What follows belongs to an exercise in optimizing a design on an open flow for a short achievable clock period and few clock cycles per item; a production flow would make more cautious choices.
Only simulation tests tie the RTL to the original design; equivalence was not proved.
Power and IR drop assume default switching activity.

## flow/design.v

```verilog
`default_nettype none
package cache_pkg;
    localparam int WAYS        = 2;
    localparam int SETS        = 8;
    localparam int BLOCK_WORDS = 4;
    localparam int ADDR_W      = 32;
    localparam int WORD_W      = 32;
    localparam int OFFSET_W = $clog2(BLOCK_WORDS) + 2;
    localparam int INDEX_W  = $clog2(SETS);
    localparam int TAG_W    = ADDR_W - INDEX_W - OFFSET_W;
    localparam int WAY_W    = $clog2(WAYS);
    localparam int BLOCK_W  = BLOCK_WORDS * WORD_W;
    localparam logic [1:0] ST_INVALID = 2'd0;
    localparam logic [1:0] ST_CLEAN   = 2'd1;
    localparam logic [1:0] ST_DIRTY   = 2'd2;
    localparam logic OP_LOAD       = 1'b0;
    localparam logic OP_WRITE_BACK = 1'b1;
endpackage
`default_nettype wire
`timescale 1ns/1ns
`default_nettype none
import cache_pkg::*;
module cache_top (
    input  logic                           clk_i,
    input  logic                           nreset_i,
    input  logic                           cc_valid_i,
    input  logic [cache_pkg::ADDR_W-1:0]   cc_addr_i,
    input  logic                           cc_we_i,
    input  logic [cache_pkg::WORD_W/8-1:0] cc_be_i,
    input  logic [cache_pkg::WORD_W-1:0]   cc_wdata_i,
    output logic                           cc_ready_o,
    output logic                           cc_valid_o,
    output logic [cache_pkg::WORD_W-1:0]   cc_rdata_o,
    output logic                           cb_valid_o,
    input  logic                           cb_yumi_i,
    output logic                           cb_op_o,
    output logic [cache_pkg::ADDR_W-1:0]   cb_addr_o,
    output logic [cache_pkg::BLOCK_W-1:0]  cb_data_o,
    input  logic                           cb_valid_i,
    input  logic [cache_pkg::BLOCK_W-1:0]  cb_rdata_i
);
    localparam int BA_W = ADDR_W - OFFSET_W;    
    localparam int RQ   = 16;                   
    localparam int RQ_W = $clog2(RQ);
    localparam int MQ   = 8;                    
    localparam int MQ_W = $clog2(MQ);
    localparam int WQ   = 4;                    
    localparam int WQ_W = $clog2(WQ);
    localparam int NB   = BLOCK_W / 8;          
    localparam int NL   = WAYS * SETS;          
    logic [TAG_W-1:0]   tag_q   [WAYS][SETS];
    logic               val_q   [WAYS][SETS];
    logic               dirty_q [WAYS][SETS];
    logic               pend_q  [WAYS][SETS];    
    logic [MQ_W-1:0]    pmid_q  [WAYS][SETS];    
    logic [BLOCK_W-1:0] data_q  [WAYS][SETS];
    logic               mru_q   [SETS];
    logic                sk_v;
    logic [ADDR_W-1:0]   sk_addr;
    logic                sk_we;
    logic [3:0]          sk_be;
    logic [WORD_W-1:0]   sk_wdata;
    logic                a_v;
    logic [ADDR_W-1:0]   a_addr;
    logic                a_we;
    logic [3:0]          a_be;
    logic [WORD_W-1:0]   a_wdata;
    logic                ir_v;
    logic [ADDR_W-1:0]   ir_addr;
    logic                ir_we;
    logic [3:0]          ir_be;
    logic [WORD_W-1:0]   ir_wdata;
    logic [SETS-1:0]     a_oh;                   
    logic [SETS-1:0]     ioh_q;                  
    logic                hv_q    [WAYS];         
    logic                sv_q    [WAYS];
    logic                sd_q    [WAYS];
    logic                sp_q    [WAYS];
    logic [MQ_W-1:0]     spm_q   [WAYS];
    logic                smru_q;
    logic [3:0]          woh_q;                  
    logic                rdy_q;
    logic                rq_rdy  [RQ];
    logic [WORD_W-1:0]   rq_data [RQ];
    logic [MQ_W-1:0]     rq_mid  [RQ];
    logic [1:0]          rq_woff [RQ];
    logic [3:0]          rq_mask [RQ];
    logic [RQ_W-1:0]     rq_head;
    logic [RQ_W-1:0]     rq_tail;
    logic [RQ_W:0]       rq_cnt;
    logic [RQ-1:0]       rq_head_oh;    
    logic [RQ-1:0]       rq_tail_oh;
    logic [BA_W-1:0]     mq_ba    [MQ];
    logic [NL-1:0]       mq_loh   [MQ];    
    logic [BLOCK_W-1:0]  mq_mdata [MQ];
    logic [NB-1:0]       mq_mmask [MQ];
    logic                mq_blk   [MQ];    
    logic [WQ_W:0]       mq_need  [MQ];    
    logic [MQ_W-1:0]     mq_tail;    
    logic [MQ_W-1:0]     mq_iss;     
    logic [MQ_W-1:0]     mq_fill;    
    logic [MQ_W:0]       mq_cnt;     
    logic [MQ_W:0]       mq_nis;     
    logic [MQ-1:0]       mq_tail_oh;    
    logic [MQ-1:0]       mq_iss_oh;
    logic [MQ-1:0]       mq_fill_oh;
    logic [BA_W-1:0]     wq_ba   [WQ];
    logic [BLOCK_W-1:0]  wq_data [WQ];
    logic                wq_v    [WQ];
    logic                wq_wait [WQ];    
    logic [MQ_W-1:0]     wq_wmid [WQ];    
    logic [WQ_W:0]       wq_sent;         
    logic [WQ_W:0]       wq_enq;          
    logic [WQ_W-1:0]     wq_head;
    logic [WQ_W-1:0]     wq_tail;
    logic [WQ_W:0]       wq_cnt;
    logic [WQ-1:0]       wq_head_oh;    
    logic [WQ-1:0]       wq_tail_oh;
    logic                cb_v_q;
    logic                cb_op_q;
    logic [BA_W-1:0]     cb_ba_q;
    logic [BLOCK_W-1:0]  cb_data_q;
    logic                rsp_v_q;
    logic [WORD_W-1:0]   rsp_data_q;
    logic                fill;
    logic                fv_q;
    logic [BLOCK_W-1:0]  fd_q;
    logic [NL-1:0]       f_loh;
    logic [BLOCK_W-1:0]  fblk;
    always_ff @(posedge clk_i) begin
        if (nreset_i) begin
            fv_q <= 1'b0;
        end else begin
            fv_q <= cb_valid_i;
        end
    end
    always_ff @(posedge clk_i) begin
        fd_q <= cb_rdata_i;
    end
    assign fill  = fv_q;
    logic [BLOCK_W-1:0] fm_data;
    logic [NB-1:0]      fm_mask;
    always_comb begin
        f_loh   = '0;
        fm_data = '0;
        fm_mask = '0;
        for (int q = 0; q < MQ; q++) begin
            f_loh   = f_loh   | ({NL{mq_fill_oh[q]}} & mq_loh[q]);
            fm_data = fm_data | ({BLOCK_W{mq_fill_oh[q]}} & mq_mdata[q]);
            fm_mask = fm_mask | ({NB{mq_fill_oh[q]}} & mq_mmask[q]);
        end
        for (int b = 0; b < NB; b++) begin
            fblk[8*b +: 8] = fm_mask[b] ? fm_data[8*b +: 8] : fd_q[8*b +: 8];
        end
    end
    logic [INDEX_W-1:0]  idx;
    logic [TAG_W-1:0]    itag;
    logic [BA_W-1:0]     iba;
    logic [1:0]          iwoff;
    logic [WORD_W-1:0]   ibe_mask;
    assign idx      = ir_addr[OFFSET_W +: INDEX_W];
    assign itag     = ir_addr[ADDR_W-1 -: TAG_W];
    assign iba      = ir_addr[ADDR_W-1:OFFSET_W];
    assign iwoff    = ir_addr[3:2];
    assign ibe_mask = {{8{ir_be[3]}}, {8{ir_be[2]}}, {8{ir_be[1]}}, {8{ir_be[0]}}};
    logic [TAG_W-1:0]    s_tag   [WAYS];
    logic [BLOCK_W-1:0]  s_blk   [WAYS];
    logic [WORD_W-1:0]   s_word  [WAYS];
    always_comb begin
        for (int w = 0; w < WAYS; w++) begin
            s_tag[w]   = '0;
            s_blk[w]   = '0;
            for (int s = 0; s < SETS; s++) begin
                s_tag[w]   = s_tag[w]   | ({TAG_W{ioh_q[s]}} & tag_q[w][s]);
                s_blk[w]   = s_blk[w]   | ({BLOCK_W{ioh_q[s]}} & data_q[w][s]);
            end
            s_word[w] = '0;
            for (int l = 0; l < BLOCK_WORDS; l++) begin
                s_word[w] = s_word[w] | ({WORD_W{woh_q[l]}} & s_blk[w][l*WORD_W +: WORD_W]);
            end
        end
    end
    logic                hit;
    logic                hway;
    logic                hpend;
    logic [MQ_W-1:0]     pid;
    logic                fnow;
    logic                victim;
    logic                victim_dirty;
    logic                vpend;
    logic [MQ_W-1:0]     vmid;
    logic                vfnow;
    logic                wb_match;
    logic                stall;
    logic                go;
    logic                lk_hit;
    logic                lk_miss;
    logic [WORD_W-1:0]   hword;
    assign hit   = hv_q[0] | hv_q[1];
    assign hway  = hv_q[1];
    assign hpend = hway ? sp_q[1] : sp_q[0];
    assign pid   = hway ? spm_q[1] : spm_q[0];
    assign hword = hway ? s_word[1] : s_word[0];
    assign fnow  = fill && (pid == mq_fill);
    assign victim       = ~sv_q[0] ? 1'b0 : (~sv_q[1] ? 1'b1 : ~smru_q);
    assign victim_dirty = victim ? (sv_q[1] & sd_q[1]) : (sv_q[0] & sd_q[0]);
    assign vpend        = victim ? sp_q[1] : sp_q[0];
    assign vmid         = victim ? spm_q[1] : spm_q[0];
    assign vfnow        = fill && (vmid == mq_fill);
    always_comb begin
        wb_match = 1'b0;
        for (int q = 0; q < WQ; q++) begin
            if (wq_v[q] && (wq_ba[q] == iba)) wb_match = 1'b1;
        end
    end
    logic stall_q;
    assign stall   = stall_q;
    assign go      = ir_v & ~stall;
    assign lk_hit  = go & hit;
    assign lk_miss = go & ~hit;
    logic alloc_l [WAYS][SETS];
    logic val_d   [WAYS][SETS];
    logic dirty_d [WAYS][SETS];
    logic pend_d  [WAYS][SETS];
    logic [MQ_W-1:0] pmid_d [WAYS][SETS];
    logic mru_d   [SETS];
    for (genvar w = 0; w < WAYS; w++) begin : g_way
        for (genvar s = 0; s < SETS; s++) begin : g_set
            logic fill_here;
            logic hit_here;
            logic alloc_here;
            assign fill_here  = fill && f_loh[w*SETS + s] && pend_q[w][s]
                                && (pmid_q[w][s] == mq_fill);
            assign hit_here   = lk_hit && ir_we && (hway == 1'(w)) && ioh_q[s];
            assign alloc_here = lk_miss && (victim == 1'(w)) && ioh_q[s];
            assign alloc_l[w][s] = alloc_here;
            always_comb begin
                val_d[w][s]   = val_q[w][s];
                dirty_d[w][s] = dirty_q[w][s];
                pend_d[w][s]  = pend_q[w][s];
                pmid_d[w][s]  = pmid_q[w][s];
                if (alloc_here) begin
                    val_d[w][s]   = 1'b1;
                    dirty_d[w][s] = ir_we;
                    pend_d[w][s]  = 1'b1;
                    pmid_d[w][s]  = mq_tail;
                end else begin
                    if (hit_here)  dirty_d[w][s] = 1'b1;
                    if (fill_here) pend_d[w][s]  = 1'b0;
                end
                if (nreset_i) begin
                    val_d[w][s]   = 1'b0;
                    dirty_d[w][s] = 1'b0;
                    pend_d[w][s]  = 1'b0;
                end
            end
            always_ff @(posedge clk_i) begin
                val_q[w][s]   <= val_d[w][s];
                dirty_q[w][s] <= dirty_d[w][s];
                pend_q[w][s]  <= pend_d[w][s];
                pmid_q[w][s]  <= pmid_d[w][s];
            end
            always_ff @(posedge clk_i) begin
                if (alloc_here) begin
                    tag_q[w][s]  <= itag;
                end
            end
            for (genvar l = 0; l < BLOCK_WORDS; l++) begin : g_lane
                logic [WORD_W-1:0] fword_w;
                assign fword_w = (fblk[l*WORD_W +: WORD_W] & ~ibe_mask) | (ir_wdata & ibe_mask);
                always_ff @(posedge clk_i) begin
                    if (fill_here) begin
                        data_q[w][s][l*WORD_W +: WORD_W] <=
                            (hit_here && woh_q[l]) ? fword_w : fblk[l*WORD_W +: WORD_W];
                    end else if (hit_here && woh_q[l]) begin
                        data_q[w][s][l*WORD_W +: WORD_W] <=
                            (data_q[w][s][l*WORD_W +: WORD_W] & ~ibe_mask) | (ir_wdata & ibe_mask);
                    end
                end
            end
        end
    end
    for (genvar s = 0; s < SETS; s++) begin : g_mru
        always_comb begin
            mru_d[s] = mru_q[s];
            if (go && ioh_q[s]) mru_d[s] = hit ? hway : victim;
            if (nreset_i)       mru_d[s] = 1'b0;
        end
        always_ff @(posedge clk_i) begin
            mru_q[s] <= mru_d[s];
        end
    end
    logic accept;
    logic ir_free;
    logic a_free;
    logic sk_v_d;
    assign accept  = cc_valid_i & rdy_q;
    assign ir_free = ~ir_v | go;
    assign a_free  = ~a_v | ir_free;
    always_comb begin
        if (a_free) begin
            sk_v_d = sk_v & accept;
        end else begin
            sk_v_d = sk_v | accept;
        end
    end
    always_ff @(posedge clk_i) begin
        if (nreset_i) begin
            ir_v  <= 1'b0;
            a_v   <= 1'b0;
            sk_v  <= 1'b0;
            rdy_q <= 1'b1;
        end else begin
            if (ir_free) ir_v <= a_v;
            if (a_free)  a_v  <= sk_v | accept;
            sk_v  <= sk_v_d;
            rdy_q <= ~sk_v_d;
        end
    end
    always_ff @(posedge clk_i) begin
        if (a_free) begin
            if (sk_v) begin
                a_addr  <= sk_addr;
                a_we    <= sk_we;
                a_be    <= sk_be;
                a_wdata <= sk_wdata;
            end else if (accept) begin
                a_addr  <= cc_addr_i;
                a_we    <= cc_we_i;
                a_be    <= cc_be_i;
                a_wdata <= cc_wdata_i;
            end
            for (int s = 0; s < SETS; s++) begin
                a_oh[s] <= sk_v ? (sk_addr[OFFSET_W +: INDEX_W] == INDEX_W'(s))
                                : (cc_addr_i[OFFSET_W +: INDEX_W] == INDEX_W'(s));
            end
        end
        if (accept && (sk_v || !a_free)) begin
            sk_addr  <= cc_addr_i;
            sk_we    <= cc_we_i;
            sk_be    <= cc_be_i;
            sk_wdata <= cc_wdata_i;
        end
    end
    logic [TAG_W-1:0] a_tag;
    logic             a_same;
    logic [SETS-1:0]  c_oh;
    logic             a_hv [WAYS];
    assign a_tag  = a_addr[ADDR_W-1 -: TAG_W];
    assign a_same = (a_tag == itag);
    assign c_oh   = ir_free ? a_oh : ioh_q;
    always_comb begin
        for (int w = 0; w < WAYS; w++) begin
            a_hv[w] = 1'b0;
            for (int s = 0; s < SETS; s++) begin
                a_hv[w] = a_hv[w] | (a_oh[s] && (alloc_l[w][s] ? a_same
                                      : (val_q[w][s] && (tag_q[w][s] == a_tag))));
            end
        end
    end
    always_ff @(posedge clk_i) begin
        if (ir_free) begin
            ir_addr  <= a_addr;
            ir_we    <= a_we;
            ir_be    <= a_be;
            ir_wdata <= a_wdata;
            ioh_q    <= a_oh;
            for (int l = 0; l < BLOCK_WORDS; l++) begin
                woh_q[l] <= (a_addr[3:2] == 2'(l));
            end
            for (int w = 0; w < WAYS; w++) begin
                hv_q[w] <= a_hv[w];
            end
        end
    end
    always_ff @(posedge clk_i) begin
        for (int w = 0; w < WAYS; w++) begin
            sv_q[w]  <= 1'b0;
            sd_q[w]  <= 1'b0;
            sp_q[w]  <= 1'b0;
            spm_q[w] <= '0;
            for (int s = 0; s < SETS; s++) begin
                if (c_oh[s]) begin
                    sv_q[w]  <= val_d[w][s];
                    sd_q[w]  <= dirty_d[w][s];
                    sp_q[w]  <= pend_d[w][s];
                    spm_q[w] <= pmid_d[w][s];
                end
            end
        end
        smru_q <= 1'b0;
        for (int s = 0; s < SETS; s++) begin
            if (c_oh[s]) smru_q <= mru_d[s];
        end
    end
    assign cc_ready_o = rdy_q;
    logic          bus_free;
    logic          ld_q;        
    logic          ld_blk;
    logic          ld_ready;
    logic          ld_go;
    logic          wb_go;
    logic          wb_new;
    logic [BA_W-1:0] ld_ba;
    logic              wq_hwait;
    logic [BA_W-1:0]    wq_hba;
    logic [BLOCK_W-1:0] wq_hdata;
    always_comb begin
        ld_ba    = '0;
        ld_blk   = 1'b0;
        for (int q = 0; q < MQ; q++) begin
            ld_ba  = ld_ba  | ({BA_W{mq_iss_oh[q]}} & mq_ba[q]);
            ld_blk = ld_blk | (mq_iss_oh[q] & mq_blk[q]);
        end
        wq_hwait = 1'b0;
        wq_hba   = '0;
        wq_hdata = '0;
        for (int q = 0; q < WQ; q++) begin
            wq_hwait = wq_hwait | (wq_head_oh[q] & wq_wait[q]);
            wq_hba   = wq_hba   | ({BA_W{wq_head_oh[q]}} & wq_ba[q]);
            wq_hdata = wq_hdata | ({BLOCK_W{wq_head_oh[q]}} & wq_data[q]);
        end
    end
    assign bus_free = ~cb_v_q | cb_yumi_i;
    assign ld_q     = (mq_nis != '0);
    assign ld_ready = ld_q & ~ld_blk;
    assign ld_go    = bus_free & ld_ready;
    assign wb_go    = bus_free & ~ld_ready & (wq_cnt != '0) & ~wq_hwait;
    assign wb_new   = lk_miss & victim_dirty;
    always_ff @(posedge clk_i) begin
        if (nreset_i) begin
            cb_v_q <= 1'b0;
        end else begin
            cb_v_q <= ld_go | wb_go | (cb_v_q & ~cb_yumi_i);
        end
    end
    always_ff @(posedge clk_i) begin
        if (ld_go) begin
            cb_op_q <= OP_LOAD;
            cb_ba_q <= ld_ba;
        end else if (wb_go) begin
            cb_op_q   <= OP_WRITE_BACK;
            cb_ba_q   <= wq_hba;
            cb_data_q <= wq_hdata;
        end
    end
    assign cb_valid_o = cb_v_q;
    assign cb_op_o    = cb_op_q;
    assign cb_addr_o  = {cb_ba_q, {OFFSET_W{1'b0}}};
    assign cb_data_o  = cb_data_q;
    always_ff @(posedge clk_i) begin
        if (nreset_i) begin
            mq_tail <= '0;
            mq_iss  <= '0;
            mq_fill <= '0;
            mq_cnt  <= '0;
            mq_nis  <= '0;
            mq_tail_oh <= MQ'(1);
            mq_iss_oh  <= MQ'(1);
            mq_fill_oh <= MQ'(1);
        end else begin
            if (lk_miss) mq_tail <= mq_tail + 1'b1;
            if (ld_go)   mq_iss  <= mq_iss + 1'b1;
            if (fill)    mq_fill <= mq_fill + 1'b1;
            if (lk_miss) mq_tail_oh <= {mq_tail_oh[MQ-2:0], mq_tail_oh[MQ-1]};
            if (ld_go)   mq_iss_oh  <= {mq_iss_oh[MQ-2:0], mq_iss_oh[MQ-1]};
            if (fill)    mq_fill_oh <= {mq_fill_oh[MQ-2:0], mq_fill_oh[MQ-1]};
            mq_cnt <= mq_cnt + (MQ_W+1)'(lk_miss) - (MQ_W+1)'(fill);
            mq_nis <= mq_nis + (MQ_W+1)'(lk_miss) - (MQ_W+1)'(ld_go);
        end
    end
    logic [NL-1:0] new_loh;
    always_comb begin
        for (int w = 0; w < WAYS; w++) begin
            for (int s = 0; s < SETS; s++) begin
                new_loh[w*SETS + s] = (victim == 1'(w)) && ioh_q[s];
            end
        end
    end
    for (genvar q = 0; q < MQ; q++) begin : g_mq
        logic alloc_q;
        logic merge_q;
        assign alloc_q = lk_miss && mq_tail_oh[q];
        assign merge_q = lk_hit && ir_we && hpend && (pid == MQ_W'(q));
        always_ff @(posedge clk_i) begin
            if (alloc_q) begin
                mq_ba[q]   <= iba;
                mq_loh[q]  <= new_loh;
                mq_need[q] <= wq_enq;
            end
        end
        always_ff @(posedge clk_i) begin
            if (alloc_q) begin
                mq_blk[q] <= wb_match;
            end else if (wq_sent == mq_need[q]) begin
                mq_blk[q] <= 1'b0;
            end
        end
        for (genvar l = 0; l < BLOCK_WORDS; l++) begin : g_lane
            for (genvar b = 0; b < 4; b++) begin : g_byte
                always_ff @(posedge clk_i) begin
                    if (alloc_q || merge_q) begin
                        if (ir_we && woh_q[l] && ir_be[b]) begin
                            mq_mdata[q][l*WORD_W + 8*b +: 8] <= ir_wdata[8*b +: 8];
                            mq_mmask[q][4*l + b]              <= 1'b1;
                        end else if (alloc_q) begin
                            mq_mmask[q][4*l + b]              <= 1'b0;
                        end
                    end
                end
            end
        end
    end
    always_ff @(posedge clk_i) begin
        if (nreset_i) begin
            wq_head <= '0;
            wq_tail <= '0;
            wq_cnt  <= '0;
            wq_sent <= '0;
            wq_enq  <= '0;
            wq_head_oh <= WQ'(1);
            wq_tail_oh <= WQ'(1);
        end else begin
            if (wb_new) wq_tail_oh <= {wq_tail_oh[WQ-2:0], wq_tail_oh[WQ-1]};
            if (wb_go)  wq_head_oh <= {wq_head_oh[WQ-2:0], wq_head_oh[WQ-1]};
            if (wb_new) wq_tail <= wq_tail + 1'b1;
            if (wb_go)  wq_head <= wq_head + 1'b1;
            if (wb_new) wq_enq  <= wq_enq + 1'b1;
            if (wb_go)  wq_sent <= wq_sent + 1'b1;
            wq_cnt <= wq_cnt + (WQ_W+1)'(wb_new) - (WQ_W+1)'(wb_go);
        end
    end
    for (genvar q = 0; q < WQ; q++) begin : g_wq
        always_ff @(posedge clk_i) begin
            if (nreset_i) begin
                wq_v[q] <= 1'b0;
            end else if (wb_new && wq_tail_oh[q]) begin
                wq_v[q] <= 1'b1;
            end else if (wb_go && wq_head_oh[q]) begin
                wq_v[q] <= 1'b0;
            end
        end
        always_ff @(posedge clk_i) begin
            if (wb_new && wq_tail_oh[q]) begin
                wq_ba[q]   <= {(victim ? s_tag[1] : s_tag[0]), idx};
                wq_wmid[q] <= vmid;
            end
        end
        always_ff @(posedge clk_i) begin
            if (wb_new && wq_tail_oh[q]) begin
                wq_wait[q] <= vpend & ~vfnow;
                wq_data[q] <= vpend ? fblk : (victim ? s_blk[1] : s_blk[0]);
            end else if (fill && wq_wait[q] && (wq_wmid[q] == mq_fill)) begin
                wq_wait[q] <= 1'b0;
                wq_data[q] <= fblk;
            end
        end
    end
    logic              rsp_go;
    logic              e_rdy;
    logic [WORD_W-1:0] e_data;
    logic [MQ_W-1:0]   e_mid;
    logic [3:0]        e_mask;
    logic [WORD_W-1:0] p_word [WAYS];    
    logic [3:0]        p_mask [WAYS];
    logic [WORD_W-1:0] f_word;
    always_comb begin
        for (int w = 0; w < WAYS; w++) begin
            p_word[w] = '0;
            p_mask[w] = '0;
            for (int l = 0; l < BLOCK_WORDS; l++) begin
                p_word[w] = p_word[w] | ({WORD_W{woh_q[l]}} & mq_mdata[spm_q[w]][l*WORD_W +: WORD_W]);
                p_mask[w] = p_mask[w] | ({4{woh_q[l]}} & mq_mmask[spm_q[w]][4*l +: 4]);
            end
        end
        f_word = '0;
        for (int l = 0; l < BLOCK_WORDS; l++) begin
            f_word = f_word | ({WORD_W{woh_q[l]}} & fd_q[l*WORD_W +: WORD_W]);
        end
    end
    logic [WORD_W-1:0] hp_word;
    logic [3:0]        hp_mask;
    logic [WORD_W-1:0] hp_bmask;
    assign hp_word  = hway ? p_word[1] : p_word[0];
    assign hp_mask  = hway ? p_mask[1] : p_mask[0];
    assign hp_bmask = {{8{hp_mask[3]}}, {8{hp_mask[2]}}, {8{hp_mask[1]}}, {8{hp_mask[0]}}};
    always_comb begin
        e_rdy  = 1'b1;
        e_data = '0;
        e_mid  = mq_tail;
        e_mask = '0;
        if (!ir_we) begin
            if (!hit) begin
                e_rdy = 1'b0;
            end else if (!hpend) begin
                e_data = hword;
            end else if (fnow) begin
                e_data = (f_word & ~hp_bmask) | (hp_word & hp_bmask);
            end else begin
                e_rdy  = 1'b0;
                e_mid  = pid;
                e_mask = hp_mask;
                e_data = hp_word;
            end
        end
    end
    logic              r_v;
    logic [RQ-1:0]     r_slot;
    logic              r_rdy;
    logic [WORD_W-1:0] r_data;
    logic [MQ_W-1:0]   r_mid;
    logic [1:0]        r_woff;
    logic [3:0]        r_mask;
    always_ff @(posedge clk_i) begin
        if (nreset_i) begin
            r_v <= 1'b0;
        end else begin
            r_v <= go;
        end
    end
    always_ff @(posedge clk_i) begin
        if (go) begin
            r_slot <= rq_tail_oh;
            r_rdy  <= e_rdy;
            r_data <= e_data;
            r_mid  <= e_mid;
            r_woff <= iwoff;
            r_mask <= e_mask;
        end
    end
    logic [WORD_W-1:0] r_rmask;
    logic [WORD_W-1:0] r_fdata;
    logic              r_fnow;
    assign r_rmask = {{8{r_mask[3]}}, {8{r_mask[2]}}, {8{r_mask[1]}}, {8{r_mask[0]}}};
    assign r_fdata = (fd_q[r_woff*WORD_W +: WORD_W] & ~r_rmask) | (r_data & r_rmask);
    assign r_fnow  = fill && !r_rdy && (r_mid == mq_fill);
    logic              h_rdy;
    logic [WORD_W-1:0] h_data;
    always_comb begin
        h_rdy  = 1'b0;
        h_data = '0;
        for (int q = 0; q < RQ; q++) begin
            h_rdy  = h_rdy  | (rq_head_oh[q] & rq_rdy[q]);
            h_data = h_data | ({WORD_W{rq_head_oh[q]}} & rq_data[q]);
        end
    end
    assign rsp_go = (rq_cnt != '0) & h_rdy
                  & ~(r_v & (rq_cnt == (RQ_W+1)'(1)));
    always_ff @(posedge clk_i) begin
        if (nreset_i) begin
            rq_head <= '0;
            rq_tail <= '0;
            rq_cnt  <= '0;
            rsp_v_q <= 1'b0;
            rq_head_oh <= RQ'(1);
            rq_tail_oh <= RQ'(1);
        end else begin
            if (go)     rq_tail_oh <= {rq_tail_oh[RQ-2:0], rq_tail_oh[RQ-1]};
            if (rsp_go) rq_head_oh <= {rq_head_oh[RQ-2:0], rq_head_oh[RQ-1]};
            if (go)     rq_tail <= rq_tail + 1'b1;
            if (rsp_go) rq_head <= rq_head + 1'b1;
            rq_cnt  <= rq_cnt + (RQ_W+1)'(go) - (RQ_W+1)'(rsp_go);
            rsp_v_q <= rsp_go;
        end
    end
    always_ff @(posedge clk_i) begin
        if (rsp_go) begin
            rsp_data_q <= h_data;
        end
    end
    for (genvar q = 0; q < RQ; q++) begin : g_rq
        logic [WORD_W-1:0] rmask;
        logic [WORD_W-1:0] rword;
        assign rmask = {{8{rq_mask[q][3]}}, {8{rq_mask[q][2]}}, {8{rq_mask[q][1]}}, {8{rq_mask[q][0]}}};
        assign rword = fd_q[rq_woff[q]*WORD_W +: WORD_W];
        always_ff @(posedge clk_i) begin
            if (r_v && r_slot[q]) begin
                rq_rdy[q]  <= r_rdy | r_fnow;
                rq_data[q] <= r_fnow ? r_fdata : r_data;
                rq_mid[q]  <= r_mid;
                rq_woff[q] <= r_woff;
                rq_mask[q] <= r_mask;
            end else if (fill && !rq_rdy[q] && (rq_mid[q] == mq_fill)) begin
                rq_rdy[q]  <= 1'b1;
                rq_data[q] <= (rword & ~rmask) | (rq_data[q] & rmask);
            end
        end
    end
    always_ff @(posedge clk_i) begin
        if (nreset_i) begin
            stall_q <= 1'b0;
        end else begin
            stall_q <= ((rq_cnt + (RQ_W+1)'(go) - (RQ_W+1)'(rsp_go)) == (RQ_W+1)'(RQ))
                     | ((mq_cnt + (MQ_W+1)'(lk_miss) - (MQ_W+1)'(fill)) == (MQ_W+1)'(MQ))
                     | ((wq_cnt + (WQ_W+1)'(wb_new) - (WQ_W+1)'(wb_go)) == (WQ_W+1)'(WQ));
        end
    end
    assign cc_valid_o = rsp_v_q;
    assign cc_rdata_o = rsp_data_q;
endmodule
`default_nettype wire
```

## flow/config.mk

```make
export PLATFORM = sky130hd
export DESIGN_NAME = cache_top
export DESIGN_NICKNAME = cache_top
export VERILOG_FILES = /design/flow/design.v
export SDC_FILE = /design/flow/constraint.sdc
export NUM_CORES = 4
export LEC_CHECK = 0
export ABC_CLOCK_PERIOD_IN_PS = 3500
export CAP_MARGIN = 20
export CELL_PAD_IN_SITES_DETAIL_PLACEMENT = 1
export CELL_PAD_IN_SITES_GLOBAL_PLACEMENT = 2
export CORE_MARGIN = 2
export CORE_UTILIZATION = 35
export PLACE_DENSITY = 0.45
export SETUP_SLACK_MARGIN = 5
export SLEW_MARGIN = 20
export TNS_END_PERCENT = 0
```

## flow/run.sh

```bash
#!/bin/bash
# synth_recipe.tcl (not shown) runs the flow's synth.tcl, then flattens the netlist and writes it again
# the make line also repeats each setting of config.mk as NAME=value (left out here)
make -C /OpenROAD-flow-scripts/flow DESIGN_CONFIG=/design/flow/config.mk WORK_HOME=/design/flow/orfs CLKGATE_MAP_FILE= SYNTH_SCRIPT=/design/flow/synth_recipe.tcl finish
```

## flow/constraint.sdc

```tcl
create_clock -name core_clock -period 8.0 [get_ports {clk_i}]
set_input_delay 1.6000 -clock core_clock [delete_from_list [all_inputs] [get_ports {clk_i}]]
set_output_delay 1.6000 -clock core_clock [all_outputs]
set_load 0.01 [all_outputs]
```

==> results.txt <==
-- worst min path at each step --
stage,to,start,depth (start not counted),slack [ns]
after floorplan,ir_addr[4],a_addr[4],0,0.40
after global placement,ir_be[1],a_be[1],0,0.40
after detailed placement,ir_wdata[28],a_wdata[28],0,0.41
after CTS,ir_addr[5],a_addr[5],0,0.42
after global routing,ir_wdata[1],a_wdata[1],0,0.43
final,ir_wdata[15],a_wdata[15],0,0.42
-- cell usage in the layout, fill, tap and decap left out, types with 147 or more instances in the layout --
| master | Yosys | routed |
|---|---|---|
| o21ai_0 | 1203 | 1048 |
| nand3_1 | 388 | 371 |
| a22oi_1 | 2127 | 2124 |
| a221oi_1 | 557 | 553 |
| clkinv_2 | 0 | 147 |
| nand4_1 | 597 | 597 |
| clkinv_1 | 5 | 165 |
| mux2i_1 | 393 | 352 |
| nand2b_1 | 174 | 169 |
| clkbuf_16 | 0 | 754 |
| nand2_1 | 1585 | 1519 |
| mux4_2 | 630 | 630 |
| clkbuf_1 | 1901 | 170 |
| xnor2_1 | 491 | 486 |
| mux2_2 | 215 | 215 |
| edfxtp_1 | 5757 | 5757 |
| clkdlybuf4s50_1 | 0 | 386 |
| xor2_1 | 206 | 206 |
| o21ai_1 | 162 | 185 |
| nor2_1 | 423 | 368 |
| a21oi_1 | 377 | 293 |
| o22ai_1 | 2667 | 2662 |
| buf_4 | 50 | 1093 |
| inv_1 | 712 | 689 |
| dfxtp_1 | 359 | 300 |
| a22o_1 | 392 | 391 |
-- cell families (layout without fill, tap and decap cells) --
family                   after synthesis  count (layout)  synth area share
adder cells (fa/ha/maj)               25              25          0.001173
other                                  1             120        0.00001284
multiplexers                        1240            1240           0.07040
AND/OR/NAND/NOR                     3527            3530           0.05709
XOR/XNOR                             697             697           0.02090
AO/OA/AOI/OAI                       8167            8167            0.1891
buffers and inverters               3338            3814           0.04495
flip-flops                          6116            6116            0.6163
-- power by group --
part	switching [mW]	internal, mW	total (mW)
Clock	14.7	18.6	33.4
Sequential	0.595	36.0	36.6
Combinational	11.6	4.44	16.1
-- layer usage --
layer  vias up  track usage
met5         -            0
met4        60       0.1900
met3      2962       0.1178
met2     15950       0.5678
met1    128200       0.5204
li1      92890            -
-- timing repair --
action / 4_1_cts / 5_1_grt
pin swaps: 46 / 51
resized for setup: 152 / 178
endpoints found under the setup margin: 8566 / 8643
gates cloned: 5 / 14
buffers inserted: 145 / 49
-- stage by stage --
stage                     std cells  cell area (sq um)    util
final                         34830             340000  0.4086
after global routing          34760             339800  0.4084
after CTS                     34640             337800  0.4060
after detailed placement      33140             312300  0.3753
after global placement        33140             312200  0.3752
after floorplan               23110             292400       -
-- final cells by class --
cell class / count / area [sq um] / share of cell area
antenna: 116 / 290.3 / 0.0008539
clock buffer: 946 / 19680 / 0.05789
clock inverter: 405 / 3426 / 0.01008
inverter: 723 / 2824 / 0.008307
multi-input combinational: 13660 / 102900 / 0.3026
sequential: 6116 / 180200 / 0.5301
tap: 11120 / 13910 / 0.04093
timing repair buffer: 1738 / 16720 / 0.04919
timing repair inverter: 2 / 17.52 / 0.00005153
==> flow_metrics.tcl <==
set metrics [dict create \
    timing.final.ws_setup_ns 3.815 \
    syn_area_sq_um 292100 \
    pre_cts_slack_ns 2.874 \
    cts_tree "built" \
    hold_ws_ns 0.4179 \
    netlist.area_leader.share 0.5917 \
    setup_tns_ns 0 \
    netlist_instances 23110 \
    routed_via_density 6.893 \
    cp_top_family "flip-flops" \
    synth_ff_type "edfxtp_1" \
    cp-start-kind "register" \
    synth-edff-count 5757 \
    final_max_slew_viol_count 0 \
    grt_pass1_wl_mm 2210 \
    clk_latency_ns 1.23 \
    grt_max_degree 150 \
    cts-root-buf "clkbuf_16" \
    io_buffers 391 \
    ys_seq_area_frac 0.6163 \
    fill_cells 84630 \
    synth_largest_area_cell "edfxtp_1" \
    cts_buffers 731 \
    fin_crit_sh 0.5231 \
    drv_cap 0 \
    ios 398 \
    die_height_um 917.6 \
    drive_above_1_share 0.1660 \
    syn2layout_area_growth_pct 16.36 \
    nets 23200 \
    rows 335 \
    cp-end-kind "primary output" \
    syn_avg_cell_area_sq_um 12.64 \
    cp_max_fo 12 \
    finalPower_mw 86.05 \
    endpoint "cb_data_o[0]" \
    crit_slowest_cell "edfxtp_1" \
    drt_pass1_iterations 7 \
    cts.sinks 6116 \
    cts_max_path_buffers 4 \
    hpwl_mm 1109 \
    vdd_drop_max_mv 0.2971 \
    cts_hold_buf 0 \
    power_density_nw_per_um2 253.1 \
    worst_pin_slew_ns 1.345 \
    drt_drc_violations_left 0 \
    yosysUniqueCellTypes 97 \
    yosysWarnings 41 \
    htreeDepth 6 \
    timing.final.crit_period_ns 4.185 \
    synthTopCellsByArea "edfxtp_1, o22ai_1, a22oi_1, mux4_2, dfxtp_1" \
    crit_cells 1 \
    dieArea_sq_um 842000 \
    critPathLaunch "cb_data_q[0]" \
    gp_congestion 0.9192 \
    antenna_found_initial 191 \
    worstRegToRegCells 8 \
    path_class "register to primary output" \
    timing.fmax_ghz 0.2390 \
    grt.overflow.total 0 \
    slowest_delay_ns 1.02 \
    status "complete, no violations" \
    rr_startpoint "mq_fill_oh[2]" \
    met2_length_mm 728.7 \
    maxUsedRoutingLayer "met5" \
    hold_viol_final 0 \
    clk_pin_slew_ns 0.06 \
    synthTopCellsByCount "edfxtp_1, o22ai_1, a22oi_1, clkbuf_1, nand2_1" \
    num_vias 240100 \
    clock_skew_ns 0.05499 \
    synth-seq-cells 6116 \
    setup-violations-final 0 \
    wl_per_cell_um 48.85 \
    routed-wl-met3_mm 196.6 \
    path_cells "buf_2" \
    rsz0062_at_grt "yes" \
    reg2reg_slack_ns 3.85 \
    wl_met1_mm 678.2 \
    wirelength_mm 1701 \
    cp.required_ns 6.40 \
    grtUsageTotal 0.3868 \
    synthArstFlopShare 0 \
    coreArea_sq_um 832000 \
    grt_pass1_vias 229700 \
    start_util 0.3511 \
    max-slew-margin-rel 0.09947 \
    crit_arrival_ns 2.58 \
    cellLeakagePower_nw 109.9 \
    die_x_um 917.6 \
    drt_iter0_drc 37530 \
    yosysMostFrequentCell "edfxtp_1" \
    crit_buf_inv 1 \
    ant_nets 0 \
    hp-class "register to register" \
]
Testbench counts, summed over its fixed seeds: cycles 25,315, requests 24,000.

==> separate check: timing with driven ports <==
No port has a modelled driver above. Below, the same layout with a new extraction and two added sets of constraints. Step 1 assumes that a clkbuf_16 drives the clock port and a buf_2 every other input. Step 2 moves the port delays by t, midway between the first and last clock arrival at a register: inputs arrive t later, outputs are due t later. That takes back most of the time a late clock gives input paths. a / b / c = ideal / step 1 / step 2; a / b = the first two.
shift t [ns]: 1.349
setup slack, ns: 3.815 / 3.667 / 3.222
worst hold slack (ns): 0.418 / 0.418 / 0.418
pins driven straight from the clock port: 1
After both steps setup and hold are still met in this run. For this run, drivers alone change the setup slack by -0.148 ns; drivers and shift together by -0.593 ns.
